Source: an optimization exercise on an open RTL-to-GDS flow (aim: small area). Production flows keep margins and buffers that such runs may drop. Where RTL was checked, it was by simulation tests only, not by an equivalence proof against the original. The RTL of runs 4 to 6 was laid out without a check of its function. Power and IR drop assume default switching activity.

[standard.sh]
#!/bin/bash
# synth_recipe.tcl (not shown) runs the flow's synth.tcl, then flattens the netlist and writes it again
# the make line also repeats each setting of config.mk as NAME=value (left out here)
make -C /OpenROAD-flow-scripts/flow DESIGN_CONFIG=/design/flow/config.mk WORK_HOME=/design/flow/orfs CLKGATE_MAP_FILE= SYNTH_SCRIPT=/design/flow/synth_recipe.tcl "${@:-finish}"
[flow/downsize.tcl]
# Sourced by ORFS at the start of floorplan (PRE_FLOORPLAN_TCL): set every
# combinational gate that synthesis sized up back to its smallest drive.
# The flow's own repair later sizes up what timing needs.
set db [ord::get_db]
set block [ord::get_db_block]
set n 0
foreach inst [$block getInsts] {
  set name [[$inst getMaster] getName]
  if {[regexp {^(sky130_fd_sc_hd__(nor|nand|and|or|o|a)[0-9a-z]*)_([0-9]+)$} $name -> base kind drive]} {
    if {$drive > 1} {
      set small [$db findMaster ${base}_1]
      if {$small ne "NULL"} {
        $inst swapMaster $small
        incr n
      }
    }
  }
}
puts "downsize: $n gates set to drive 1"
[constraint.sdc]
create_clock -name core_clock -period 3.2 [get_ports {clka}]
set_input_delay 0.6400 -clock core_clock [delete_from_list [all_inputs] [get_ports {clka}]]
set_output_delay 0.6400 -clock core_clock [all_outputs]
set_load 0.01 [all_outputs]
[design.v]
`timescale 1ns/1ps
package spram_pkg;
    localparam int data_width = 32;
    localparam int byte_width = 8;                          
    localparam int num_lanes  = data_width / byte_width;
    localparam int mem_depth  = 64;
    localparam int addr_width = $clog2(mem_depth);
    localparam int max_read_latency = 4;
    typedef logic [addr_width-1:0] addr_t;
    typedef logic [data_width-1:0] data_t;
    typedef logic [num_lanes-1:0]  lane_mask_t;
    localparam data_t read_reset_value = '0;
    typedef enum logic [1:0] {
        wm_read_first,                                      
        wm_write_first,                                     
        wm_no_change                                        
    } write_mode_e;
endpackage
`timescale 1ns/1ps
module spram_we_grp (
    input  logic ena,
    input  logic lane,
    input  logic hi,
    output logic grp_n
);
    assign grp_n = !(ena && lane && hi);
endmodule
module spram_we_gate (
    input  logic lo_n,
    input  logic grp_n,
    output logic we
);
    assign we = !(lo_n || grp_n);
endmodule
module spram_port_ctrl (
    input  logic                                                 ena,
    input  spram_pkg::lane_mask_t                                wb_lanes,
    input  logic [7:0]                                           wb_hi,
    input  logic [7:0]                                           wb_lo_n,
    output logic [spram_pkg::mem_depth*spram_pkg::num_lanes-1:0] lane_we    
);
    logic [8*spram_pkg::num_lanes-1:0] grp_n;
    for (genvar j = 0; j < 8; j++) begin : g_hi
        for (genvar l = 0; l < spram_pkg::num_lanes; l++) begin : g_lane
            spram_we_grp u_grp (
                .ena   (ena),
                .lane  (wb_lanes[l]),
                .hi    (wb_hi[j]),
                .grp_n (grp_n[j*spram_pkg::num_lanes+l])
            );
            for (genvar i = 0; i < 8; i++) begin : g_lo
                spram_we_gate u_gate (
                    .lo_n  (wb_lo_n[i]),
                    .grp_n (grp_n[j*spram_pkg::num_lanes+l]),
                    .we    (lane_we[(j*8+i)*spram_pkg::num_lanes+l])
                );
            end
        end
    end
endmodule
`timescale 1ns/1ps
module spram_rd_sel (
    input  logic hi,
    input  logic lo,
    output logic sel_n
);
    assign sel_n = !(hi && lo);
endmodule
module spram_rd_pair (
    input  logic q0_n,
    input  logic sel0_n,
    input  logic q1_n,
    input  logic sel1_n,
    output logic hit
);
    assign hit = !((q0_n || sel0_n) && (q1_n || sel1_n));
endmodule
module spram_rd_nor4 (
    input  logic [3:0] hit,
    output logic       miss
);
    assign miss = !(|hit);
endmodule
module spram_rd_nand4 (
    input  logic [3:0] miss,
    output logic       hit
);
    assign hit = !(&miss);
endmodule
module spram_array (
    input  logic [spram_pkg::mem_depth*spram_pkg::data_width-1:0] mem_n,    
    input  logic [7:0]                                            rd_hi,
    input  logic [7:0]                                            rd_lo,
    output logic [2*spram_pkg::data_width-1:0]                    rd_half   
);
    localparam int DW = spram_pkg::data_width;
    logic [spram_pkg::mem_depth-1:0] sel_n;
    for (genvar w = 0; w < spram_pkg::mem_depth; w++) begin : g_sel
        spram_rd_sel u_sel (
            .hi    (rd_hi[w/8]),
            .lo    (rd_lo[w%8]),
            .sel_n (sel_n[w])
        );
    end
    for (genvar b = 0; b < DW; b++) begin : g_bit
        logic [31:0] hit;
        logic [7:0]  miss;
        for (genvar k = 0; k < 32; k++) begin : g_pair
            spram_rd_pair u_pair (
                .q0_n   (mem_n[(2*k)*DW+b]),
                .sel0_n (sel_n[2*k]),
                .q1_n   (mem_n[(2*k+1)*DW+b]),
                .sel1_n (sel_n[2*k+1]),
                .hit    (hit[k])
            );
        end
        for (genvar g = 0; g < 8; g++) begin : g_nor
            spram_rd_nor4 u_nor (
                .hit  (hit[4*g +: 4]),
                .miss (miss[g])
            );
        end
        for (genvar h = 0; h < 2; h++) begin : g_nand
            spram_rd_nand4 u_nand (
                .miss (miss[4*h +: 4]),
                .hit  (rd_half[h*DW+b])
            );
        end
    end
endmodule
`timescale 1ns/1ps
module spram_out_pipe (
    input  logic hit0,
    input  logic hit1,
    input  logic regcea,
    input  logic q,
    output logic d
);
    assign d = regcea ? (hit0 || hit1) : q;
endmodule
`timescale 1ns/1ps
module spram_top (
    input  logic                  clka,
    input  logic                  rsta,
    input  logic                  ena,
    input  spram_pkg::addr_t      addra,
    input  spram_pkg::data_t      dina,
    input  spram_pkg::lane_mask_t wea,
    input  logic                  regcea,
    output spram_pkg::data_t      douta
);
    localparam int DW = spram_pkg::data_width;
    localparam int BW = spram_pkg::byte_width;
    localparam int NL = spram_pkg::num_lanes;
    localparam int ND = spram_pkg::mem_depth;
    logic [DW-1:0] mem_n [0:ND-1];
    logic [7:0] rd_lo;
    logic [7:0] rd_hi;
    logic [7:0]            wb_lo_n;
    logic [7:0]            wb_hi;
    logic [DW-1:0]         wb_data_n;
    spram_pkg::lane_mask_t wb_lanes;
    logic [7:0] dec_lo;
    logic [7:0] dec_hi;
    always_comb begin
        for (int i = 0; i < 8; i++) begin
            dec_lo[i] = (addra[2:0] == 3'(i));
            dec_hi[i] = (addra[5:3] == 3'(i));
        end
    end
    always_ff @(posedge clka or posedge rsta) begin
        if (rsta) begin
            rd_lo <= '0;
        end else if (ena) begin
            rd_lo <= dec_lo;
        end
    end
    always_ff @(posedge clka) begin
        if (ena) begin
            rd_hi     <= dec_hi;
            wb_lo_n   <= ~dec_lo;
            wb_hi     <= dec_hi;
            wb_data_n <= ~dina;
            wb_lanes  <= wea;
        end
    end
    logic [ND*NL-1:0] lane_we;
    spram_port_ctrl spram_port_ctrl_inst (
        .ena      (ena),
        .wb_lanes (wb_lanes),
        .wb_hi    (wb_hi),
        .wb_lo_n  (wb_lo_n),
        .lane_we  (lane_we)
    );
    always_ff @(posedge clka) begin
        for (int w = 0; w < ND; w++) begin
            for (int i = 0; i < NL; i++) begin
                if (lane_we[w*NL+i]) begin
                    mem_n[w][i*BW +: BW] <= wb_data_n[i*BW +: BW];
                end
            end
        end
    end
    logic [ND*DW-1:0] mem_flat;
    logic [2*DW-1:0]  rd_half;
    always_comb begin
        for (int w = 0; w < ND; w++) begin
            mem_flat[w*DW +: DW] = mem_n[w];
        end
    end
    spram_array spram_array_inst (
        .mem_n   (mem_flat),
        .rd_hi   (rd_hi),
        .rd_lo   (rd_lo),
        .rd_half (rd_half)
    );
    logic [DW-1:0] dout_next;
    for (genvar b = 0; b < DW; b++) begin : g_out
        spram_out_pipe u_out (
            .hit0   (rd_half[b]),
            .hit1   (rd_half[DW+b]),
            .regcea (regcea),
            .q      (douta[b]),
            .d      (dout_next[b])
        );
    end
    always_ff @(posedge clka or posedge rsta) begin
        if (rsta) begin
            douta <= spram_pkg::read_reset_value;
        end else begin
            douta <= dout_next;
        end
    end
endmodule
[config.mk]
export PLATFORM = sky130hd
export DESIGN_NAME = spram_top
export DESIGN_NICKNAME = spram_top
export VERILOG_FILES = /design/flow/design.v
export SDC_FILE = /design/flow/constraint.sdc
export NUM_CORES = 4
export LEC_CHECK = 0
export CAP_MARGIN = 20
export CORE_MARGIN = 2
export CORE_UTILIZATION = 40
export CTS_BUF_LIST = sky130_fd_sc_hd__clkbuf_8
export CTS_CLUSTER_DIAMETER = 60
export CTS_CLUSTER_SIZE = 18
export GPL_TIMING_DRIVEN = 0
export SETUP_SLACK_MARGIN = 0.1
export SLEW_MARGIN = 20
export SYNTH_HIERARCHICAL = 1
[flow/run.sh]
#!/bin/bash
# Own layout flow: the standard flow, with the combinational gates of
# the synthesis netlist set to their smallest drive before floorplan.
set -euo pipefail
W=$(pwd)
bash standard.sh synth > "$W/flow_synth.log" 2>&1
bash standard.sh finish PRE_FLOORPLAN_TCL="$W/flow/downsize.tcl" > "$W/flow_finish.log" 2>&1
==> key figures, run 1 <==
Floorplanning
  – Row count: 158
  – Num ports: 78
  – Die Wd: 435.9 um
  – Die height: 435.9 um
  – Area of the die: 190000 um^2
  – Initial Util: 40.23%
  – Std-Cell Core Area: 185400 um^2

CTS
  – Num Clock Sinks: 2140
  – TritonCTS clock tree: yes
  – Num CTS Buffers: 143
  – Clk buf depth: 3
  – Clock-pin slew on the worst setup and hold paths: 0.11 ns
  – CTS HTree Levels: 4
  – Clock root buffer: clkbuf_8
  – Clock latency (worst-skew pair): 0.95 ns

Layout
  – Nets: 4484
  – # fillers: 15620
  – Layout cells sized above 1: 10.64%
  – Post-Layout Cell Count: 6998

STA
  – Worst-Margin Slew: 1.152 ns
  – Clk_skew: 0.04809 ns
  – Fmax: 314.7 MHz
  – RSZ-0062 raised after global routing: no
  – Final Hold Fails: 0
  – WHS: 0.08655 ns
  – Final period utilization: 99.30%
  – Fin worst setup slack: 0.02231 ns
  – Max-slew violations: 0
  – Final setup vio count: 0
  – Relative max-transition margin: 22.93%
  – Final Critical Period: 3.178 ns

GRT
  – GR Util All Layers: 21.25%
  – First-pass GRT wire length: 291.1 mm
  – Gr ovfl total: 0
  – Initial antenna violation count: 5
  – Vias in the first global route: 40750
  – Largest net degree at the start of global routing: 65

Drt
  – Avg WL per Cell: 29.57 um
  – Initial DRC count: 5225
  – DR DRC count: 0
  – Remaining antenna violation count: 0
  – First-pass detailed-route iteration total: 6
  – Routed vias: 42270
  – Total routed wirelength: 206.9 mm
  – Via-to-Cell Ratio: 6.041

Outcome
  – Status: no timing/DRC/antenna violations

Worst hold path
  – Hold depth: 1
  – Worst hold endpoint: wb_data_n[13]
  – Worst hold path class: input pin to flop
  – Min-delay src: ena

Critical path
  – R2R cell count: 6
  – Worst-path fanout max: 17
  – Critical path arrival: 3.98 ns
  – Flop-to-flop setup slack: 0.02 ns
  – RR Endpoint: douta[1]
  – Setup CP Type: flop to flop
  – FF-to-FF Start: rd_lo[5]
  – Crit start category: flop
  – Required time of the critical path: 4.00 ns
  – Critical Path End Type: flop

Place
  – Placed Cells: 6745
  – Routability cong.: 0.8316
  – Dpl ws: -0.4363 ns
  – Post-DP HPWL: 139.4 mm
  – IO Port Bufs: 75

Yosys
  – Ys Warns: 8
  – Syn Inst Count: 4003
  – Post-synth net total: 4049

Pwr
  – P per Cell Area: 571.0 nW/um^2
  – Peak supply drop: 0.4458 mV
  – Pleak: 26.85 nW

Run
  – Max Cap Viol: 0
## critical path, cell delays in order (launching register included)
cell     delay, ns
dfrtp_1       0.64
nand2_2       0.55
o22ai_1       0.18
nor4_1        0.71
nand4_1       0.48
nor2_1        0.34
a21oi_1       0.11
## through the flow
step	instance area [um^2]	TNS, ns	util (%)	power (W)
after global routing	85690	0	46.21	0.05029
after detailed placement	82410	-9.421	44.44	0.03650
after CTS	85660	0	46.20	0.04913
final	85690	0	46.21	0.04893
after global placement	78460	-	42.31	0.03586
after floorplan	74610	0	-	0.03383
## final cells by class
cell class / instances / area (um^2) / share of cell area [%]
sequential: 2140 / 64070 / 74.76
multi-input combinational: 1821 / 11000 / 12.84
timing repair buffer: 290 / 4873 / 5.687
tap: 2480 / 3103 / 3.621
clock buffer: 150 / 2064 / 2.409
clock inverter: 67 / 395.4 / 0.4614
inverter: 39 / 146.4 / 0.1708
buffer: 3 / 23.77 / 0.02774
antenna: 8 / 20.02 / 0.02336
## report_power, final
part	switching, W	internal (W)
sequential	0.000337	0.0314
clock	0.00834	0.00455
combinational	0.00294	0.00132
total	0.0116	0.0373
## sequential cells by signal, summed over array words and instances (netlist names)
name	count
wb_data_n	32
wb_lo_n	8
wb_lanes	4
wb_hi	8
douta	32
rd_lo	8
mem_n	2048
## worst max path at each step
| stage | startpoint | endpoint | slack (ns) | depth (start not counted) |
|---|---|---|---|---|
| floorplan | wb_hi[6] | douta[0] | 1.27 | 6 |
| global placement | ena | mem_n[18][16] | -5.80 | 3 |
| detailed placement | wb_hi[5] | douta[10] | -0.44 | 6 |
| CTS | rd_lo[2] | douta[26] | 0.11 | 7 |
| global route | rd_lo[7] | douta[26] | 0.11 | 7 |
| finish | rd_lo[5] | douta[1] | 0.02 | 6 |
## per-layer routing
metal	vias to the layer above	wire length, um	GRT usage, %
met2	2152	101700	35.31
met1	21710	79090	27.77
li1	17960	-	-
met3	451	16110	3.054
met4	0	10020	9.700
met5	-	0	0
## layout by cell type, fill, tap and decap left out, types with 9 or more instances in the layout
cell / count
a21oi_1: 32
buf_12: 15
buf_16: 77
buf_4: 18
buf_8: 102
clkbuf_8: 150
clkdlybuf4s50_1: 73
dfrtp_1: 36
edfxtp_1: 2100
inv_1: 73
nand2_2: 9
nand2_4: 47
nand3_1: 33
nand4_1: 64
nor2_1: 323
nor4_1: 237
nor4_2: 19
o22ai_1: 1024
## timing repair
| item | in CTS | in global routing |
|---|---|---|
| endpoints found under the setup margin | 32 | 25 |
| resized for setup | 83 | 3 |
| gates cloned | 0 | 0 |
| buffers inserted | 25 | 0 |
| hold endpoints to repair | 32 | 0 |
| hold buffers | 3 | 0 |
| pin swaps | 0 | 0 |
==> run 2, diff against run 1 <==
==> run.sh (new file) <==
#!/bin/bash
# synth_recipe.tcl (not shown) runs the flow's synth.tcl, then flattens the netlist and writes it again
# the make line also repeats each setting of config.mk as NAME=value (left out here)
make -C /OpenROAD-flow-scripts/flow DESIGN_CONFIG=/design/flow/config.mk WORK_HOME=/design/flow/orfs CLKGATE_MAP_FILE= SYNTH_SCRIPT=/design/flow/synth_recipe.tcl finish
--- a/config.mk
+++ b/config.mk
@@ -11,7 +11,5 @@
 export CTS_BUF_LIST = sky130_fd_sc_hd__clkbuf_8
 export CTS_CLUSTER_DIAMETER = 60
 export CTS_CLUSTER_SIZE = 18
-export GPL_TIMING_DRIVEN = 0
-export SETUP_SLACK_MARGIN = 0.1
 export SLEW_MARGIN = 20
 export SYNTH_HIERARCHICAL = 1
removed: flow/run.sh
removed: flow/downsize.tcl
removed: standard.sh
==> run 2 against run 1 <==
Against the previous run:
- register-to-register slack better by 0.10 ns
- flip-flop and latch count is the same
- global-route usage increased by 0.74 points
- die area grew 2.1%
- critical path depth is 1 higher
- utilization down 0.79 points
- design area rose by 0.60%
- largest power group unchanged
- highest routed layer unchanged
- sequential share of layout area down 0.45 points
- wire length is 4.8% higher
==> key figures, run 2 <==
STA
  – Clk_skew: 0.05930 ns
  – Fin worst setup slack: 0.1267 ns
  – Final period utilization: 96.04%
  – Relative max-transition margin: 25.24%
  – Worst-Margin Slew: 1.121 ns
  – RSZ-0062 raised after global routing: no
  – Max-slew violations: 0
  – Total negative slack: 0 ns
  – Final Hold Fails: 0
  – WHS: 0.05307 ns
  – Fmax: 325.4 MHz
  – Final Critical Period: 3.073 ns
  – Final setup vio count: 0

GRT
  – Vias in the first global route: 41190
  – GR Util All Layers: 22.00%
  – Largest net degree at the start of global routing: 65
  – Gr ovfl total: 0
  – First-pass GRT wire length: 303.7 mm
  – Initial antenna violation count: 18

Pwr
  – Reg power frac: 63.5%
  – Peak supply drop: 0.3806 mV
  – P per Cell Area: 580.1 nW/um^2
  – Clock network power share: 28.1%
  – Pleak: 26.91 nW
  – Net Sw Power: 0.01213 W
  – Combinational fraction of design power: 8.4%
  – Power Internal: 0.03787 W
  – Net switching fraction of the power: 24.27%

Yosys
  – Most numerous cell in the Yosys netlist: edfxtp_1
  – Sequential area share after synthesis: 84.05%
  – Post-synthesis mux area share: 0.07880%
  – Post-synth EDFFs: 2100
  – Synth top area cells: edfxtp_1, o22ai_1, nor4_2
  – Top_reg_cell synth: edfxtp_1
  – Post-synth top cells: edfxtp_1, o22ai_1, nor2_1
  – Syn avg cell area: 19.04 um^2
  – Yosys cell types: 23
  – Post-synth net total: 4049
  – Synth async-reset ratio: 1.869%
  – Largest family of logic cells by synthesized area: compound AO/OA/AOI/OAI gates
  – Post-Synth XOR/XNOR Area: 0%
  – Post-Synth Simple-Gate Area: 7.005%
  – Synth Area in Compound Gates: 8.639%
  – Yosys top cell area share: 82.74%
  – Cell taking the most area after synthesis: edfxtp_1
  – Post-synthesis register bit count: 2140
  – Mapped cell area: 76210 um^2
  – Ys Warns: 8
  – Adder-cell share of the synthesized area: 0%
  – Syn Inst Count: 4003

Drt
  – Avg WL per Cell: 30.12 um
  – Total routed wirelength: 216.9 mm
  – Via-to-Cell Ratio: 6.004
  – Initial DRC count: 6247
  – Remaining antenna violation count: 0
  – Routed vias: 43230
  – DR DRC count: 0
  – First-pass detailed-route iteration total: 6

Layout
  – Most common cell after layout, fill and taps aside: edfxtp_1
  – Layout cells sized above 1: 17.59%
  – Commonest cells after routing, fill and taps aside: edfxtp_1, o22ai_1, nor2_1
  – Largest registers: mem_n: 2048 flops, douta: 32 flops, wb_data_n: 32 flops
  – Nets: 4625
  – Final core utilization: 45.42%
  – Area grow syn2layout: 13.11%
  – Most flop-heavy register: mem_n
  – # fillers: 16190
  – Max reg flops: 2048

CTS
  – CTS HTree Levels: 4
  – Num Clock Sinks: 2140
  – Clk buf depth: 3
  – Clock-pin slew on the worst setup and hold paths: 0.12 ns
  – # Post-CTS Setup Buffers: 0
  – Clock latency (worst-skew pair): 0.96 ns
  – Num CTS Buffers: 151
  – TritonCTS clock tree: yes
  – Clock root buffer: clkbuf_8

Critical path
  – Critical Path End Type: flop
  – FF-to-FF Start: wb_hi[0]
  – Max stage delay cell, worst path: edfxtp_1
  – Worst-path fanout max: 24
  – Crit path largest cell delay: 0.60 ns
  – Critical path arrival: 3.90 ns
  – R2R cell count: 7
  – Setup CP Type: flop to flop
  – Crit start category: flop
  – Required time of the critical path: 4.03 ns
  – CP Cell Sequence: nand2_1 -> buf_4 -> o22ai_1 -> nor4_2 -> nand4_1 -> nor2_1 -> a21oi_1
  – Flop-to-flop setup slack: 0.13 ns
  – RR Endpoint: douta[18]

Run
  – Max Cap Viol: 0

Place
  – Routability cong.: 0.8647
  – Post-DP HPWL: 137.1 mm
  – IO Port Bufs: 77
  – Dpl ws: 0.2274 ns

Outcome
  – Status: no timing/DRC/antenna violations

Floorplanning
  – Die Wd: 440.5 um
  – Area of the die: 194000 um^2
  – Row count: 160
  – Initial Util: 40.16%
  – Die height: 440.5 um
  – Num ports: 78
  – Std-Cell Core Area: 189800 um^2

Worst hold path
  – Worst hold path class: input pin to asynchronous set/reset pin
run 2: modules after synthesis (local to each module, per instance), a selection:
module | times used | cells | flops+latches
spram_rd_nand4 | 64 | 1 | 0
spram_rd_pair | 1024 | 1 | 0
spram_rd_sel | 64 | 1 | 0
spram_we_grp | 32 | 1 | 0
spram_we_gate | 256 | 1 | 0
spram_top | 1 | 2211 | 2140
spram_rd_nor4 | 256 | 1 | 0
run 2: repair_timing:
item / in CTS / in global routing
endpoints found under the setup margin: 0 / 0
hold endpoints to repair: 2 / 0
hold buffers: 1 / 0
gates resized for setup: 0 / 0
run 2: worst max-delay path by stage:
stage | start | to | slack [ns] | depth (start not counted)
floorplan | wb_hi[6] | douta[0] | 1.24 | 6
global placement | wb_hi[3] | douta[18] | 0.24 | 7
detailed placement | wb_hi[0] | douta[18] | 0.23 | 7
CTS | wb_hi[0] | douta[18] | 0.22 | 7
global route | wb_hi[3] | douta[11] | 0.003 | 8
finish | wb_hi[0] | douta[18] | 0.13 | 7
run 2: power groups by stage:
| stage | Sequential [W] | Combinational [W] | Clock (W) |
|---|---|---|---|
| 4_1_cts | 0.0318 | 0.00414 | 0.0143 |
| 3_5_place_dp | 0.0324 | 0.00413 | 0 |
| 6_report | 0.0318 | 0.00418 | 0.0141 |
| 2_1_floorplan | 0.0326 | 0.00150 | 0 |
| 5_1_grt | 0.0318 | 0.00436 | 0.0152 |
| 3_3_place_gp | 0.0324 | 0.00410 | 0 |
run 2: cell type report:
cell class | count | area [um^2] | area share, %
Sequential cell | 2140 | 64060 | 74.31
Multi-Input combinational cell | 1821 | 11980 | 13.90
Timing Repair Buffer | 426 | 3940 | 4.570
Tap cell | 2511 | 3142 | 3.644
Clock buffer | 161 | 2216 | 2.570
Clock inverter | 91 | 690.7 | 0.8012
Inverter | 39 | 146.4 | 0.1698
Antenna cell | 11 | 27.53 | 0.03193
run 2: logic make-up (layout without fill, tap and decap cells):
| kind of cell | after synthesis | in the layout |
|---|---|---|
| flip-flops | 2140 | 2140 |
| AO/OA/AOI/OAI | 1058 | 1058 |
| AND/OR/NAND/NOR | 757 | 757 |
| buffers and inverters | 42 | 717 |
| multiplexers | 6 | 6 |
| other | 0 | 11 |
run 2: routing by layer:
layer	track usage (%)	up-vias	routed length [um]
li1	-	18250	-
met1	30.79	22510	87570
met2	35.74	2163	104600
met3	3.616	302	19070
met4	6.033	0	5660
met5	0	-	0
run 2: critical path, delay by kind of cell, from the launching register on:
family | cells | cell delay [ns]
AND/OR/NAND/NOR | 4 | 1.65
flip-flops | 1 | 0.60
buffers and inverters | 1 | 0.45
AO/OA/AOI/OAI | 2 | 0.26
run 2: through the flow:
| stage | std cells | area (um^2) | power [W] |
|---|---|---|---|
| after floorplan | 4003 | 76210 | 0.03406 |
| after global placement | 6936 | 83260 | 0.03651 |
| after detailed placement | 6936 | 83260 | 0.03655 |
| after CTS | 7189 | 86180 | 0.05018 |
| after global routing | 7196 | 86200 | 0.05140 |
| final | 7200 | 86210 | 0.05001 |
==> run 3, diff against run 2 <==
==> flow/run.sh (new file) <==
#!/bin/bash
# Own layout flow: the standard flow, with the combinational gates of
# the synthesis netlist sized by fanout before floorplan and the ports
# buffered with the smallest buffer.
set -euo pipefail
W=$(pwd)
bash standard.sh synth > "$W/flow_synth.log" 2>&1
bash standard.sh finish PRE_FLOORPLAN_TCL="$W/flow/downsize.tcl" \
  BUFFER_PORTS_ARGS="-buffer_cell sky130_fd_sc_hd__buf_1" > "$W/flow_finish.log" 2>&1
==> flow/downsize.tcl (new file) <==
# Sourced by ORFS at the start of floorplan (PRE_FLOORPLAN_TCL): size every
# combinational gate by the fanout of its output, smallest drive for a
# fanout up to 5, drive 2 up to 16, drive 4 above. The flow's own repair
# later sizes up what timing needs.
set db [ord::get_db]
set block [ord::get_db_block]
set n 0
foreach inst [$block getInsts] {
  set name [[$inst getMaster] getName]
  if {![regexp {^(sky130_fd_sc_hd__(nor|nand|and|or|o|a)[0-9a-z]*)_([0-9]+)$} $name -> base kind drive]} {
    continue
  }
  set fanout 0
  foreach it [$inst getITerms] {
    if {[$it isOutputSignal]} {
      set net [$it getNet]
      if {$net ne "NULL"} {
        set fanout [expr {[llength [$net getITerms]] - 1 + [llength [$net getBTerms]]}]
      }
    }
  }
  set want 1
  if {$fanout > 16} {
    set want 4
  } elseif {$fanout > 5} {
    set want 2
  }
  set m "NULL"
  for {set d $want} {$d >= 1 && $m eq "NULL"} {incr d -1} {
    set m [$db findMaster ${base}_$d]
  }
  if {$m ne "NULL" && [$m getName] ne $name} {
    $inst swapMaster $m
    incr n
  }
}
puts "downsize: $n gates resized by fanout"
==> standard.sh (new file) <==
#!/bin/bash
# synth_recipe.tcl (not shown) runs the flow's synth.tcl, then flattens the netlist and writes it again
# the make line also repeats each setting of config.mk as NAME=value (left out here)
make -C /OpenROAD-flow-scripts/flow DESIGN_CONFIG=/design/flow/config.mk WORK_HOME=/design/flow/orfs CLKGATE_MAP_FILE= SYNTH_SCRIPT=/design/flow/synth_recipe.tcl "${@:-finish}"
--- a/config.mk
+++ b/config.mk
@@ -11,5 +11,6 @@
 export CTS_BUF_LIST = sky130_fd_sc_hd__clkbuf_8
 export CTS_CLUSTER_DIAMETER = 60
 export CTS_CLUSTER_SIZE = 18
+export SETUP_SLACK_MARGIN = 0.3
 export SLEW_MARGIN = 20
 export SYNTH_HIERARCHICAL = 1
removed: run.sh
==> run 3 against run 2 <==
Against the previous run:
- hold slack improved by 0.038 ns
- die area shrank 0.42%
- first-iteration DRC count fell by 26%
- design area decreased by 1.7%
- maximum frequency rose by 5.9%
- sequential power is essentially flat
- critical endpoint is now douta[23]
- non-clock buffer count is 46 lower
- largest power group unchanged
- register-to-register slack gained 0.17 ns
- still clean
==> key figures, run 3 <==
Outcome
  – Status: no timing/DRC/antenna violations

Drt
  – Avg WL per Cell: 29.09 um
  – Total routed wirelength: 206.9 mm
  – Remaining antenna violation count: 0
  – Initial DRC count: 4637
  – DR DRC count: 0
  – Via-to-Cell Ratio: 5.983
  – Routed vias: 42560
  – First-pass detailed-route iteration total: 5

STA
  – Final setup vio count: 0
  – RSZ-0062 raised after global routing: yes
  – Total negative slack: 0 ns
  – Clk_skew: 0.06397 ns
  – Final period utilization: 90.69%
  – Max-slew violations: 0
  – Fmax: 344.6 MHz
  – Worst-Margin Slew: 0.9679 ns
  – Final Hold Fails: 0
  – Final Critical Period: 2.902 ns
  – Relative max-transition margin: 35.48%

Pwr
  – Combinational fraction of design power: 8.5%
  – Pleak: 26.12 nW
  – Net switching fraction of the power: 24.09%
  – P per Cell Area: 580.9 nW/um^2
  – Peak supply drop: 0.4798 mV
  – Clock network power share: 27.2%
  – Power Internal: 0.03736 W
  – Net Sw Power: 0.01186 W
  – Total power draw: 0.04922 W
  – Reg power frac: 64.3%

Yosys
  – Cell taking the most area after synthesis: edfxtp_1
  – Chip area line of the yosys report: 76210 um^2
  – Post-synthesis register bit count: 2140
  – Yosys top cell area share: 82.74%
  – Ys Warns: 8
  – Synth top area cells: edfxtp_1, o22ai_1, nor4_2
  – Post-synth top cells: edfxtp_1, o22ai_1, nor2_1
  – Syn Inst Count: 4003
  – Yosys cell types: 23
  – Sequential area share after synthesis: 84.05%
  – Post-synth net total: 4049
  – Most numerous cell in the Yosys netlist: edfxtp_1
  – Top_reg_cell synth: edfxtp_1
  – Post-synth EDFFs: 2100
  – Synth async-reset ratio: 1.869%

Layout
  – Commonest cells after routing, fill and taps aside: edfxtp_1, o22ai_1, nor2_2
  – Layout cells sized above 1: 17.73%
  – Most flop-heavy register: mem_n
  – Max reg flops: 2048
  – Largest registers: mem_n: 2048 flops, douta: 32 flops, wb_data_n: 32 flops
  – Nets: 4571
  – Most common cell after layout, fill and taps aside: edfxtp_1

Critical path
  – Required time of the critical path: 4.03 ns
  – Worst-path fanout max: 32
  – Setup CP Type: flop to flop
  – Critical Path End Type: flop
  – Critical path arrival: 3.73 ns
  – Flop-to-flop setup slack: 0.30 ns
  – RR Endpoint: douta[23]
  – Crit start category: flop
  – R2R cell count: 7
  – FF-to-FF Start: rd_lo[6]

CTS
  – Clock-pin slew on the worst setup and hold paths: 0.11 ns
  – TritonCTS clock tree: yes
  – Num Clock Sinks: 2140
  – Clock root buffer: clkbuf_8
  – CTS HTree Levels: 4
  – Num CTS Buffers: 143
  – Clk buf depth: 3
  – Clock latency (worst-skew pair): 0.97 ns

Worst hold path
  – Min-delay src: addra[0]
  – Worst hold path class: input pin to flop
  – Hold depth: 3
  – Worst hold endpoint: rd_lo[5]

Floorplanning
  – Die Wd: 439.6 um
  – Area of the die: 193200 um^2
  – Num ports: 78
  – Initial Util: 40.32%
  – Row count: 159
  – Std-Cell Core Area: 188200 um^2
  – Die height: 439.6 um

GRT
  – M3 GR Usage: 3.089%
  – Gr ovfl total: 0
  – GR Util All Layers: 21.07%
  – Gr busiest metal: met2
  – GR Util met1: 28.92%
  – Largest net degree at the start of global routing: 65
  – Vias in the first global route: 41180
  – Initial antenna violation count: 6
  – Met2 Usage GRT: 34.66%
  – First-pass GRT wire length: 294.8 mm

Place
  – Post-DP HPWL: 130.7 mm
  – Routability cong.: 0.8487
  – IO Port Bufs: 77

Run
  – Max Cap Viol: 0
==> run 3: cell counts after synthesis <==
Identical to the previous run, type by type.
==> run 3: logic make-up (layout without fill, tap and decap cells) <==
family	Yosys count	count (layout)	synth area share [%]
other cells	0	6	0
buf+inv	42	652	0.2233
simple gates	757	757	7.005
flops	2140	2140	84.05
compound gates	1058	1058	8.639
mux	6	6	0.07880
==> run 3: final cells by class <==
class,count,area [um^2]
Timing Repair Buffer,380,2829
Tap cell,2495,3122
Clock inverter,85,598.1
Antenna cell,6,15.01
Multi-Input combinational cell,1821,11920
Sequential cell,2140,64070
Inverter,39,146.4
Clock buffer,148,2037
Fill cell,16170,103500
==> run 3: through the flow <==
stage          area, um^2  setup WS, ns  hold slack (ns)  utilization, %  cells
6_report            84740        0.2979          0.09132           45.03   7114
5_1_grt             84730        0.2338          0.07514           45.02   7112
4_1_cts             84530        0.2753         0.002307           44.91   7106
3_5_place_dp        81360        0.2148           0.5254           43.23   6832
3_3_place_gp        81360        0.2002           0.5251           43.23   6832
2_1_floorplan       75890         1.304           0.5570               -   4003
==> run 3: per-module statistics from Yosys (local to each module, per instance), excerpt <==
module | cells inside | area, um^2 | copies in the design | flip-flops and latches
spram_out_pipe | 3 | 12.51 | 32 | 0
spram_rd_nand4 | 1 | 6.256 | 64 | 0
spram_rd_nor4 | 1 | 12.51 | 256 | 0
spram_rd_pair | 1 | 6.256 | 1024 | 0
spram_rd_sel | 1 | 3.754 | 64 | 0
spram_top | 2211 | 64440 | 1 | 2140
spram_we_gate | 1 | 3.754 | 256 | 0
spram_we_grp | 1 | 5.005 | 32 | 0
==> run 3: worst max-delay path by stage <==
| stage | start | to | slack [ns] |
|---|---|---|---|
| after floorplan | wb_hi[0] | mem_n[0][0] | 1.30 |
| after global placement | rd_lo[1] | douta[0] | 0.20 |
| after detailed placement | rd_lo[4] | douta[31] | 0.21 |
| after CTS | wb_hi[5] | douta[23] | 0.28 |
| after global routing | rd_lo[6] | douta[23] | 0.23 |
| final | rd_lo[6] | douta[23] | 0.30 |
==> run 3: worst max-delay path, stage by stage, from the launching register on <==
cell	delay, ns
dfrtp_1	0.58
buf_4	0.29
nand2_4	0.38
o22ai_1	0.17
nor4_1	0.49
nand4_1	0.51
nor2_1	0.24
a21oi_1	0.09
==> run 3: power by group through the flow <==
stage	sequential, W	clock, W	combinational [W]
floorplan	0.0327	0	0.00134
global placement	0.0323	0	0.00400
detailed placement	0.0323	0	0.00403
CTS	0.0317	0.0136	0.00411
global route	0.0317	0.0145	0.00437
finish	0.0317	0.0134	0.00418
==> run 3: routing by layer <==
| layer | up-vias | part of all wire (%) |
|---|---|---|
| met3 | 294 | 7.6 |
| met1 | 22240 | 41 |
| li1 | 18150 | - |
| met5 | - | 0 |
| met4 | 0 | 2.9 |
| met2 | 1882 | 49 |
==> run 3: timing repair <==
item	4_1_cts	5_1_grt
gates resized for setup	14	25
hold buffers	39	0
buffers inserted	2	2
hold endpoints to repair	50	0
pin swaps	0	4
endpoints found under the setup margin	6	23
==> run 4, diff against run 3 <==
--- a/design.v
+++ b/design.v
@@ -132,11 +132,12 @@
 module spram_out_pipe (
     input  logic hit0,
     input  logic hit1,
-    input  logic regcea,
+    input  logic load,
+    input  logic hold,
     input  logic q,
     output logic d
 );
-    assign d = regcea ? (hit0 || hit1) : q;
+    assign d = (load && (hit0 || hit1)) || (hold && q);
 endmodule
 `timescale 1ns/1ps
 module spram_top (
@@ -154,10 +155,9 @@
     localparam int NL = spram_pkg::num_lanes;
     localparam int ND = spram_pkg::mem_depth;
     logic [DW-1:0] mem_n [0:ND-1];
-    logic [7:0] rd_lo;
-    logic [7:0] rd_hi;
-    logic [7:0]            wb_lo_n;
-    logic [7:0]            wb_hi;
+    logic [7:0] req_lo;
+    logic [7:0] req_hi;
+    logic       rd_valid;      
     logic [DW-1:0]         wb_data_n;
     spram_pkg::lane_mask_t wb_lanes;
     logic [7:0] dec_lo;
@@ -170,16 +170,15 @@
     end
     always_ff @(posedge clka or posedge rsta) begin
         if (rsta) begin
-            rd_lo <= '0;
+            rd_valid <= 1'b0;
         end else if (ena) begin
-            rd_lo <= dec_lo;
+            rd_valid <= 1'b1;
         end
     end
     always_ff @(posedge clka) begin
         if (ena) begin
-            rd_hi     <= dec_hi;
-            wb_lo_n   <= ~dec_lo;
-            wb_hi     <= dec_hi;
+            req_lo    <= dec_lo;
+            req_hi    <= dec_hi;
             wb_data_n <= ~dina;
             wb_lanes  <= wea;
         end
@@ -188,8 +187,8 @@
     spram_port_ctrl spram_port_ctrl_inst (
         .ena      (ena),
         .wb_lanes (wb_lanes),
-        .wb_hi    (wb_hi),
-        .wb_lo_n  (wb_lo_n),
+        .wb_hi    (req_hi),
+        .wb_lo_n  (~req_lo),
         .lane_we  (lane_we)
     );
     always_ff @(posedge clka) begin
@@ -210,8 +209,8 @@
     end
     spram_array spram_array_inst (
         .mem_n   (mem_flat),
-        .rd_hi   (rd_hi),
-        .rd_lo   (rd_lo),
+        .rd_hi   (req_hi),
+        .rd_lo   (req_lo),
         .rd_half (rd_half)
     );
     logic [DW-1:0] dout_next;
@@ -219,7 +218,8 @@
         spram_out_pipe u_out (
             .hit0   (rd_half[b]),
             .hit1   (rd_half[DW+b]),
-            .regcea (regcea),
+            .load   (regcea && rd_valid),
+            .hold   (!regcea),
             .q      (douta[b]),
             .d      (dout_next[b])
         );
==> flow/run.sh (replaced) <==
#!/bin/bash
# Own layout flow: the standard flow, with the combinational gates of
# the synthesis netlist sized by fanout before floorplan and the output
# ports buffered with the smallest buffer after global placement.
set -euo pipefail
W=$(pwd)
bash standard.sh synth > "$W/flow_synth.log" 2>&1
bash standard.sh finish PRE_FLOORPLAN_TCL="$W/flow/downsize.tcl" \
  POST_GLOBAL_PLACE_TCL="$W/flow/outbuf.tcl" > "$W/flow_finish.log" 2>&1
==> flow/outbuf.tcl (new file) <==
# Sourced by ORFS at the end of global placement (POST_GLOBAL_PLACE_TCL):
# the buffer that drives each output port becomes the smallest buffer.
# Input ports keep the delay buffer that the standard flow gives them.
set db [ord::get_db]
set block [ord::get_db_block]
set small [$db findMaster sky130_fd_sc_hd__buf_1]
set n 0
foreach bt [$block getBTerms] {
  if {[$bt getIoType] ne "OUTPUT"} { continue }
  set net [$bt getNet]
  if {$net eq "NULL"} { continue }
  foreach it [$net getITerms] {
    if {![$it isOutputSignal]} { continue }
    set inst [$it getInst]
    if {[[$inst getMaster] getName] eq "sky130_fd_sc_hd__clkdlybuf4s50_1"} {
      $inst swapMaster $small
      incr n
    }
  }
}
puts "outbuf: $n output port buffers set to buf_1"
==> run 4 against run 3 <==
Against the previous run:
- critical path type unchanged
- maximum frequency down 2.3%
- first-iteration DRC count up 25%
- sequential share of layout area down 0.11 points
- clock-buffer cell count up 2
- combinational power up 8.4%
- largest cell class unchanged
- critical path depth up 1
- sequential power about the same
- still clean on timing, DRC and antenna
- worst setup slack worse by 0.069 ns
- utilization about the same
- largest power group unchanged
- die area down 0.34%
- design area down 0.13%
- highest routed layer unchanged
==> key figures, run 4 <==
Outcome
  – Status: no timing/DRC/antenna violations

Floorplanning
  – Num ports: 78
  – Area of the die: 192600 um^2
  – Std-Cell Core Area: 187800 um^2
  – Initial Util: 40.27%
  – Row count: 159
  – Die Wd: 438.8 um
  – Die height: 438.8 um

Drt
  – Via-to-Cell Ratio: 6.068
  – Total routed wirelength: 211.9 mm
  – Remaining antenna violation count: 0
  – Avg WL per Cell: 29.84 um
  – DR DRC count: 0
  – Routed vias: 43090
  – Initial DRC count: 5784
  – First-pass detailed-route iteration total: 17

STA
  – Final Hold Fails: 0
  – Worst-Margin Slew: 1.013 ns
  – Fin worst setup slack: 0.2284 ns
  – Final setup vio count: 0
  – WHS: 0.1639 ns
  – Clk_skew: 0.05304 ns
  – Relative max-transition margin: 31.87%
  – Total negative slack: 0 ns
  – Final period utilization: 92.86%
  – RSZ-0062 raised after global routing: yes
  – Final Critical Period: 2.972 ns
  – Max-slew violations: 0
  – Fmax: 336.5 MHz

Yosys
  – Chip area line of the yosys report: 75960 um^2
  – Cell taking the most area after synthesis: edfxtp_1
  – Yosys cell types: 16
  – Sequential area share after synthesis: 84.11%
  – Synth top area cells: edfxtp_1, o22ai_1, nor4_2
  – Synth async-reset ratio: 1.547%
  – Post-synth net total: 4031
  – Post-synth EDFFs: 2100
  – Top_reg_cell synth: edfxtp_1
  – Post-synthesis register bit count: 2133
  – Post-synth top cells: edfxtp_1, o22ai_1, nor2_1, nor4_2, nand2_1
  – Syn Inst Count: 3985
  – Ys Warns: 8
  – Most numerous cell in the Yosys netlist: edfxtp_1
  – Yosys top cell area share: 83.02%

Critical path
  – Worst-path fanout max: 25
  – Setup CP Type: flop to flop
  – Crit start category: flop
  – Critical Path End Type: flop
  – Critical path arrival: 3.82 ns
  – Required time of the critical path: 4.04 ns

Layout
  – Nets: 4545
  – Max reg flops: 2048
  – Largest registers: mem_n: 2048 flops, douta: 32 flops, wb_data_n: 32 flops
  – # fillers: 16030
  – Most flop-heavy register: mem_n
  – Layout cells sized above 1: 18.33%
  – Most common cell after layout, fill and taps aside: edfxtp_1
  – Commonest cells after routing, fill and taps aside: edfxtp_1, o22ai_1, buf_4

CTS
  – Clk buf depth: 3
  – Clock latency (worst-skew pair): 0.96 ns
  – CTS HTree Levels: 4
  – Clock root buffer: clkbuf_8
  – Num Clock Sinks: 2133
  – Num CTS Buffers: 144
  – TritonCTS clock tree: yes
  – Clock-pin slew on the worst setup and hold paths: 0.11 ns

GRT
  – Vias in the first global route: 41320
  – Initial antenna violation count: 10
  – Gr ovfl total: 0
  – Largest net degree at the start of global routing: 65
  – GR Util All Layers: 21.61%
  – First-pass GRT wire length: 299.4 mm

Place
  – Post-DP HPWL: 134.1 mm
  – Dpl ws: 0.06237 ns
  – IO Port Bufs: 77

Pwr
  – Combinational fraction of design power: 9.1%
  – Net Sw Power: 0.01214 W
  – Clock network power share: 27.4%
  – Pleak: 25.94 nW
  – Power Internal: 0.03742 W
  – P per Cell Area: 585.6 nW/um^2
  – Peak supply drop: 0.3368 mV
  – Net switching fraction of the power: 24.49%
  – Reg power frac: 63.4%

Worst hold path
  – Worst hold path class: input pin to flop

Run
  – Max Cap Viol: 0
[run 4: cell families (layout without fill, tap and decap cells)]
| logic type | after synthesis | count (layout) | share of synthesized area, % |
|---|---|---|---|
| flops | 2133 | 2133 | 84.11 |
| simple gates | 754 | 754 | 7.040 |
| buf+inv | 42 | 657 | 0.2075 |
| compound gates | 1056 | 1056 | 8.645 |
| other cells | 0 | 6 | 0 |
[run 4: critical path: stages, from the launching register on]
cell,delay (ns)
edfxtp_1,0.56
buf_4,0.28
nand2_4,0.30
buf_4,0.25
o22ai_1,0.11
nor4_1,0.67
nand4_1,0.38
o21ai_1,0.23
nand2_1,0.07
[run 4: power by group through the flow]
stage	Sequential, W	Combinational (W)	Clock (W)
after CTS	0.0314	0.00447	0.0138
final	0.0314	0.00453	0.0136
after global routing	0.0315	0.00471	0.0148
after detailed placement	0.0321	0.00433	0
after floorplan	0.0324	0.00167	0
after global placement	0.0321	0.00431	0
[run 4: per-stage QoR]
| step | instance area [um^2] | instances | total power, W | util (%) |
|---|---|---|---|---|
| 2_1_floorplan | 75630 | 3985 | 0.03407 | - |
| 3_3_place_gp | 81690 | 6824 | 0.03645 | 43.50 |
| 3_5_place_dp | 81490 | 6824 | 0.03647 | 43.39 |
| 4_1_cts | 84560 | 7091 | 0.04971 | 45.03 |
| 5_1_grt | 84620 | 7101 | 0.05094 | 45.06 |
| 6_report | 84620 | 7101 | 0.04956 | 45.06 |
[run 4: final cells by class]
| type | instances | area (um^2) | area share, % |
|---|---|---|---|
| Inverter | 42 | 167.7 | 0.1981 |
| Clock inverter | 97 | 648.1 | 0.7659 |
| Antenna cell | 6 | 15.01 | 0.01774 |
| Clock buffer | 150 | 2064 | 2.440 |
| Sequential cell | 2133 | 63890 | 75.49 |
| Multi-Input combinational cell | 1810 | 11670 | 13.79 |
| Tap cell | 2495 | 3122 | 3.689 |
| Timing Repair Buffer | 368 | 3048 | 3.602 |
[run 4: worst paths after layout]
check / startpoint / end / slack (ns) / cells after the start
min reg2reg: rd_valid / rd_valid / 0.48 / 1
min in group asynchronous: rsta / douta[31] / 0.31 / 2
max in group asynchronous: rsta / douta[19] / 2.01 / 3
max reg2reg: req_lo[3] / douta[15] / 0.23 / 8
max: req_lo[3] / douta[15] / 0.23 / 8
min: ena / req_lo[7] / 0.16 / 1
[run 4: per-module statistics from Yosys (local to each module, per instance), a selection]
module          cells inside  area, um^2  flops+latches
spram_out_pipe             3       12.51              0
spram_rd_nand4             1       6.256              0
spram_rd_nor4              1       12.51              0
spram_rd_pair              1       6.256              0
spram_rd_sel               1       3.754              0
spram_top               2193       64190           2133
spram_we_gate              1       3.754              0
spram_we_grp               1       5.005              0
[run 4: repair_timing]
action / 4_1_cts / 5_1_grt
hold buffers: 0 / 0
setup buffers: 20 / 4
resized for setup: 9 / 3
setup endpoints to repair: 9 / 6
gates cloned: 0 / 0
[run 4: metal layers]
metal	vias up	wire length (um)	GRT usage [%]
met4	0	6714	6.912
met2	2211	99430	34.20
li1	18080	-	-
met1	22470	87160	30.60
met3	329	18590	3.598
met5	-	0	0
==> run 5, diff against run 4 <==
--- a/config.mk
+++ b/config.mk
@@ -7,10 +7,11 @@
 export LEC_CHECK = 0
 export CAP_MARGIN = 20
 export CORE_MARGIN = 2
-export CORE_UTILIZATION = 40
+export CORE_UTILIZATION = 60
 export CTS_BUF_LIST = sky130_fd_sc_hd__clkbuf_8
 export CTS_CLUSTER_DIAMETER = 60
 export CTS_CLUSTER_SIZE = 18
+export PLACE_DENSITY = 0.72
 export SETUP_SLACK_MARGIN = 0.3
 export SLEW_MARGIN = 20
 export SYNTH_HIERARCHICAL = 1
==> run 5 against run 4 <==
Against the previous run:
- still clean on timing, DRC and antenna
- first-iteration DRC count is 23% higher
- combinational power barely moved
- sequential power about the same
- hold slack worse by 0.013 ns
- critical path depth is 1 lower
- sequential share of layout area increased by 1.2 points
- die area is 33% lower
- clock skew is 0.014 ns higher
- global-route usage rose by 10 points
- critical path type unchanged
==> key figures, run 5 <==
GRT
  – GR Util All Layers: 31.92%
  – Largest net degree at the start of global routing: 65
  – Gr ovfl total: 0
  – First-pass GRT wire length: 293.1 mm
  – Vias in the first global route: 41370
  – Initial antenna violation count: 18

Floorplanning
  – Initial Util: 60.31%
  – Die Wd: 359.0 um
  – Area of the die: 128900 um^2
  – Std-Cell Core Area: 125400 um^2
  – Row count: 130
  – Num ports: 78
  – Die height: 359.0 um

CTS
  – CTS HTree Levels: 4
  – Clock latency (worst-skew pair): 0.92 ns
  – Clock-pin slew on the worst setup and hold paths: 0.11 ns
  – Num CTS Buffers: 144
  – Clock root buffer: clkbuf_8
  – Clk buf depth: 3
  – Num Clock Sinks: 2133
  – TritonCTS clock tree: yes

Yosys
  – Cell taking the most area after synthesis: edfxtp_1
  – Post-synth net total: 4031
  – Sequential area share after synthesis: 84.11%
  – Post-synth top cells: edfxtp_1, o22ai_1, nor2_1, nor4_2, nand2_1
  – Chip area line of the yosys report: 75960 um^2
  – Top_reg_cell synth: edfxtp_1
  – Post-synthesis register bit count: 2133
  – Most numerous cell in the Yosys netlist: edfxtp_1
  – Yosys top cell area share: 83.02%
  – Syn Inst Count: 3985
  – Ys Warns: 8
  – Yosys cell types: 16
  – Synth top area cells: edfxtp_1, o22ai_1, nor4_2
  – Post-synth EDFFs: 2100
  – Synth async-reset ratio: 1.547%

Pwr
  – P per Cell Area: 587.3 nW/um^2
  – Power Internal: 0.03698 W
  – Pleak: 25.73 nW
  – Net Sw Power: 0.01198 W
  – Net switching fraction of the power: 24.46%
  – Combinational fraction of design power: 9.3%
  – Peak supply drop: 0.4621 mV
  – Reg power frac: 64.3%
  – Clock network power share: 26.5%

Critical path
  – Setup CP Type: flop to flop
  – Critical path arrival: 3.86 ns
  – FF-to-FF Start: req_lo[5]
  – Crit start category: flop
  – Required time of the critical path: 4.00 ns
  – Crit path launch: req_lo[5]
  – Critical Path End Type: flop
  – RR Endpoint: douta[5]
  – Crit path capture: douta[5]
  – Worst-path fanout max: 17
  – Flop-to-flop setup slack: 0.14 ns
  – R2R cell count: 7

STA
  – Clk_skew: 0.06655 ns
  – Final setup vio count: 0
  – WHS: 0.1511 ns
  – Fmax: 326.8 MHz
  – Final Critical Period: 3.060 ns
  – Final Hold Fails: 0
  – Worst-Margin Slew: 1.098 ns
  – Total negative slack: 0 ns
  – Max-slew violations: 0
  – Final period utilization: 95.61%
  – Relative max-transition margin: 26.80%
  – RSZ-0062 raised after global routing: yes

Layout
  – Commonest cells after routing, fill and taps aside: edfxtp_1, o22ai_1, nor2_2
  – Most flop-heavy register: mem_n
  – Final instance area: 83350 um^2
  – Most common cell after layout, fill and taps aside: edfxtp_1
  – Largest registers: mem_n: 2048 flops, douta: 32 flops, wb_data_n: 32 flops
  – Max reg flops: 2048
  – Layout cells sized above 1: 17.81%
  – Nets: 4519
  – Post-Layout Cell Count: 6220
  – Final core utilization: 66.47%

Run
  – Max Cap Viol: 0

Drt
  – Via-to-Cell Ratio: 7.060
  – Routed vias: 43910
  – Initial DRC count: 7125
  – DR DRC count: 0
  – Remaining antenna violation count: 0
  – Avg WL per Cell: 33.28 um
  – Total routed wirelength: 207.0 mm
  – First-pass detailed-route iteration total: 6

Worst hold path
  – Worst hold path class: input pin to flop

Place
  – Post-DP HPWL: 130.8 mm
  – Post-DP Area: 80370 um^2
  – IO Port Bufs: 77
  – Placed Cells: 5953

Outcome
  – Status: no timing/DRC/antenna violations
## run 5: changes by cell type in the layout (fill, tap and decap cells not counted), moves of 3 or more
cell | previous run | this run
clkinvlp_4 | 9 | 16
bufinv_16 | 6 | 1
nand2_4 | 57 | 50
nand2_8 | 7 | 14
inv_6 | 8 | 1
clkinv_2 | 14 | 11
buf_12 | 23 | 28
buf_4 | 267 | 237
## run 5: final cells by class
class / count / area (um^2)
repair buffers: 342 / 2912
inverters: 42 / 167.7
clock inverters: 90 / 528.0
well taps: 1650 / 2064
clock buffers: 149 / 2051
multi-input cells: 1810 / 11730
diodes: 4 / 10.01
flip-flops and latches: 2133 / 63890
fillers: 8105 / 42060
## run 5: power groups by stage
stage               registers (W)  logic (W)  clock network (W)
global placement           0.0321    0.00425                  0
finish                     0.0315    0.00453             0.0130
detailed placement         0.0321    0.00430                  0
floorplan                  0.0324    0.00167                  0
CTS                        0.0315    0.00435             0.0131
global route               0.0315    0.00466             0.0141
## run 5: Yosys stat by module (local to each module, per instance), a selection
| module | flip-flops and latches | cells | times used |
|---|---|---|---|
| spram_we_gate | 0 | 1 | 256 |
| spram_rd_pair | 0 | 1 | 1024 |
| spram_rd_nand4 | 0 | 1 | 64 |
| spram_rd_nor4 | 0 | 1 | 256 |
| spram_top | 2133 | 2193 | 1 |
| spram_out_pipe | 0 | 3 | 32 |
| spram_rd_sel | 0 | 1 | 64 |
| spram_we_grp | 0 | 1 | 32 |
## run 5: worst min-delay path by stage
stage	startpoint	endpoint	slack (ns)	cells past startpoint
5_1_grt	ena	req_lo[4]	0.10	1
4_1_cts	ena	req_lo[4]	0.08	1
2_1_floorplan	rd_valid	rd_valid	0.43	1
3_5_place_dp	rd_valid	rd_valid	0.46	1
6_report	ena	req_lo[4]	0.15	1
3_3_place_gp	rd_valid	rd_valid	0.45	1
## run 5: cell families (layout without fill, tap and decap cells)
kind of cell	after synthesis	after routing	share of synthesized area, %
buffers and inverters	42	623	0.2075
and+or+nand+nor	754	754	7.040
AOI/OAI and AO/OA	1056	1056	8.645
other	0	4	0
DFF	2133	2133	84.11
## run 5: routing by layer
layer / global-route usage (%) / part of all wire [%]
met4: 11.39 / 3.8
met1: 46.09 / 36
met3: 7.586 / 14
met5: 0 / 0.026
met2: 48.38 / 46
## run 5: timing repair
action	4_1_cts	5_1_grt
endpoints found under the hold margin	0	0
setup buffers	6	18
pin swaps	0	0
hold buffers	0	0
endpoints found under the setup margin	5	9
resized for setup	12	6
## run 5: stage by stage
step                      power, W  setup WS [ns]
after CTS                  0.04891         0.3053
after floorplan            0.03407         0.9277
after detailed placement   0.03643         0.1531
final                      0.04895         0.1404
after global routing       0.05022         0.1953
after global placement     0.03637         0.2310
## run 5: worst max-delay path: stages, from the launching register on
cell      delay [ns]
edfxtp_1        0.78
nand2_4         0.39
buf_4           0.36
o22ai_1         0.16
nor4_1          0.63
nand4_1         0.33
o21ai_1         0.23
nand2_1         0.07
==> run 6, diff against run 5 <==
--- a/config.mk
+++ b/config.mk
@@ -7,11 +7,10 @@
 export LEC_CHECK = 0
 export CAP_MARGIN = 20
 export CORE_MARGIN = 2
-export CORE_UTILIZATION = 60
+export CORE_UTILIZATION = 40
 export CTS_BUF_LIST = sky130_fd_sc_hd__clkbuf_8
 export CTS_CLUSTER_DIAMETER = 60
 export CTS_CLUSTER_SIZE = 18
-export PLACE_DENSITY = 0.72
-export SETUP_SLACK_MARGIN = 0.3
+export SETUP_SLACK_MARGIN = 0.2
 export SLEW_MARGIN = 20
 export SYNTH_HIERARCHICAL = 1
==> run 6 against run 5 <==
Against the previous run:
- non-clock buffer count up 22
- sequential share of layout area down 1.1 points
- clock power up 5%
- synthesized cell count unchanged
- largest cell class unchanged
- highest routed layer is now met4
==> key figures, run 6 <==
Outcome
  – Status: no timing/DRC/antenna violations

CTS
  – Clk buf depth: 3
  – Clock root buffer: clkbuf_8
  – Clock-pin slew on the worst setup and hold paths: 0.11 ns
  – Cts-stage hold buffer count: 0
  – Clock latency (worst-skew pair): 0.96 ns
  – Num CTS Buffers: 144
  – CTS HTree Levels: 4
  – Num Clock Sinks: 2133
  – TritonCTS clock tree: yes

Drt
  – Routed vias: 43080
  – Via-to-Cell Ratio: 6.067
  – DR DRC count: 0
  – Initial DRC count: 5769
  – First-pass detailed-route iteration total: 16
  – Total routed wirelength: 212.0 mm
  – Avg WL per Cell: 29.87 um
  – Remaining antenna violation count: 0

Critical path
  – Crit path largest cell delay: 0.66 ns
  – Critical path arrival: 3.79 ns
  – Delay-heaviest family, CP: simple AND/OR/NAND/NOR gates
  – Setup CP Type: flop to flop
  – Critical Path End Type: flop
  – Required time of the critical path: 4.04 ns
  – CP Cell Sequence: buf_4 -> nand2_4 -> buf_4 -> o22ai_1 -> nor4_1 -> nand4_1 -> o21ai_1 -> nand2_1
  – Buf/Inv on CP: 2
  – Worst-path fanout max: 25
  – Crit start category: flop
  – Max stage delay cell, worst path: nor4_1
  – Most used cell, CP: buf_4

Pwr
  – P per Cell Area: 585.9 nW/um^2
  – Combinational fraction of design power: 9.1%
  – Pleak: 25.93 nW
  – Power Internal: 0.03741 W
  – Net switching fraction of the power: 24.51%
  – Peak supply drop: 0.3365 mV
  – Total power draw: 0.04956 W
  – Reg power frac: 63.4%
  – Clock network power share: 27.4%
  – Net Sw Power: 0.01215 W

Floorplanning
  – Die height: 438.8 um
  – Num ports: 78
  – Row count: 159
  – Std-Cell Core Area: 187800 um^2
  – Die Wd: 438.8 um
  – Initial Util: 40.27%
  – Area of the die: 192600 um^2

Place
  – IO Port Bufs: 77
  – Post-DP HPWL: 134.1 mm
  – Placed Cells: 6824

Yosys
  – Synth async-reset ratio: 1.547%
  – Synth top area cells: edfxtp_1, o22ai_1, nor4_2
  – Ys Warns: 8
  – Post-synth top cells: edfxtp_1, o22ai_1, nor2_1, nor4_2, nand2_1
  – Top_reg_cell synth: edfxtp_1
  – Chip area line of the yosys report: 75960 um^2
  – Sequential area share after synthesis: 84.11%
  – Most numerous cell in the Yosys netlist: edfxtp_1
  – Yosys top cell area share: 83.02%
  – Post-synth EDFFs: 2100
  – Syn Inst Count: 3985
  – Post-synth net total: 4031
  – Yosys cell types: 16
  – Post-synthesis register bit count: 2133
  – Cell taking the most area after synthesis: edfxtp_1

Layout
  – Layout cells sized above 1: 18.21%
  – Largest registers: mem_n: 2048 flops, douta: 32 flops, wb_data_n: 32 flops
  – Reg area: 63890 um^2
  – Commonest cells after routing, fill and taps aside: edfxtp_1, o22ai_1, buf_4
  – # fillers: 16040
  – Post-Layout Cell Count: 7100
  – Most flop-heavy register: mem_n
  – Most common cell after layout, fill and taps aside: edfxtp_1
  – Max reg flops: 2048
  – Nets: 4541
  – Multi-input gate area: 11660 um^2

GRT
  – Gr ovfl total: 0
  – Vias in the first global route: 41250
  – Initial antenna violation count: 11
  – First-pass GRT wire length: 299.3 mm
  – GR Util All Layers: 21.60%
  – Largest net degree at the start of global routing: 65

STA
  – Final period utilization: 92.11%
  – Final setup vio count: 0
  – Max-slew violations: 0
  – Relative max-transition margin: 33.60%
  – RSZ-0062 raised after global routing: no
  – Clk_skew: 0.05504 ns
  – Worst-Margin Slew: 0.9870 ns
  – Final Critical Period: 2.947 ns
  – Total negative slack: 0 ns
  – Fmax: 339.3 MHz
  – Final Hold Fails: 0

Worst hold path
  – Worst hold path class: input pin to flop

Run
  – Max Cap Viol: 0
==> run 6: cell count changes in the layout (fill, tap and decap cells not counted), moves of 3 or more <==
cell | previous run | this run
inv_6 | 1 | 8
clkinv_2 | 11 | 14
diode_2 | 4 | 9
nand2_4 | 50 | 57
buf_4 | 237 | 263
bufinv_16 | 1 | 6
clkinvlp_4 | 16 | 9
buf_12 | 28 | 24
nand2_8 | 14 | 7
==> run 6: through the flow <==
stage	worst slack (ns)	instance area [um^2]	utilization (%)	hold slack [ns]
after floorplan	0.9277	75630	-	0.4336
after global placement	0.06551	81690	43.50	0.4494
after detailed placement	0.06237	81490	43.39	0.4564
after CTS	0.05240	84410	44.95	0.06987
after global routing	0.2050	84590	45.04	0.1009
final	0.2526	84600	45.05	0.1647
==> run 6: timing repair <==
item                                    4_1_cts  5_1_grt
setup buffers                                10       10
endpoints found under the setup margin        5        8
resized for setup                             6        3
==> run 6: per-module statistics from Yosys (local to each module, per instance), a selection <==
module,cell area [um^2],times used,cells,flip-flops and latches
spram_rd_sel,3.754,64,1,0
spram_we_gate,3.754,256,1,0
spram_rd_nor4,12.51,256,1,0
spram_out_pipe,12.51,32,3,0
spram_top,64190,1,2193,2133
spram_we_grp,5.005,32,1,0
spram_rd_pair,6.256,1024,1,0
spram_rd_nand4,6.256,64,1,0
==> run 6: cell families after synthesis <==
family	count (synthesis)	synth area share, %
DFF	2133	84.11
AOI/OAI and AO/OA	1056	8.645
buffers and inverters	42	0.2075
and+or+nand+nor	754	7.040
==> run 6: worst paths after layout <==
check	startpoint	end	slack [ns]	cells past startpoint
worst max-delay path	req_lo[3]	douta[15]	0.25	8
worst min-delay path	ena	req_lo[0]	0.16	1
worst max register to register	req_lo[3]	douta[15]	0.25	8
worst min register to register	rd_valid	rd_valid	0.49	1
max in group asynchronous	rsta	douta[19]	2.01	3
min in group asynchronous	rsta	douta[31]	0.32	2
==> run 6: power groups by stage <==
stage,logic [W],registers [W],clock network (W)
final,0.00452,0.0314,0.0136
after CTS,0.00441,0.0315,0.0138
after detailed placement,0.00433,0.0321,0
after global routing,0.00471,0.0315,0.0148
after floorplan,0.00167,0.0324,0
after global placement,0.00431,0.0321,0
==> run 6: metal layers <==
layer  track usage, %  wire, um  share of wire [%]  up-vias
met5                0         0                  0        -
met4            6.895      6483                3.1        0
met3            3.651     18700                8.8      306
met2            34.15     99610                 47     2207
met1            30.60     87250                 41    22470
li1                 -         -                  -    18090
==> run 6: final cells by class <==
cell class                      count  area share [%]
Antenna cell                        9         0.02662
Clock buffer                      150           2.440
Clock inverter                     97          0.7661
Inverter                           42          0.1982
Multi-Input combinational cell   1810           13.78
Sequential cell                  2133           75.52
Tap cell                         2495           3.690
Timing Repair Buffer              364           3.578

## static timing again, ports no longer ideal
Ports are ideal in the flow. The routed layouts listed here were re-timed in OpenROAD. Step 1 (the two cells are an assumption about what drives the block):
set clk [get_ports {clka}]
set_driving_cell -lib_cell sky130_fd_sc_hd__clkbuf_16 $clk
set_driving_cell -lib_cell sky130_fd_sc_hd__buf_2 [delete_from_list [all_inputs] $clk]
Step 2, shift: input delay + t, output delay - t, t = (earliest + latest rising clock arrival at the registers) / 2. This alone moves slack from input paths to output paths. Slacks: no drivers / after step 1 / after step 2; pairs: no drivers / after step 1.
run	shift t [ns]	setup slack, ns	worst slew at a driven data input, ns
run 1	1.003	0.022 / 0.022 / 0.022	0.16
run 2	1.008	0.127 / 0.127 / 0.127	0.18
run 3	1.028	0.298 / 0.298 / 0.298	0.12
run 4	1.018	0.228 / 0.228 / 0.228	0.17
run 5	0.973	0.140 / 0.140 / 0.140	0.18
run 6	1.017	0.253 / 0.253 / 0.253	0.17
After both steps every run listed still meets setup and hold.
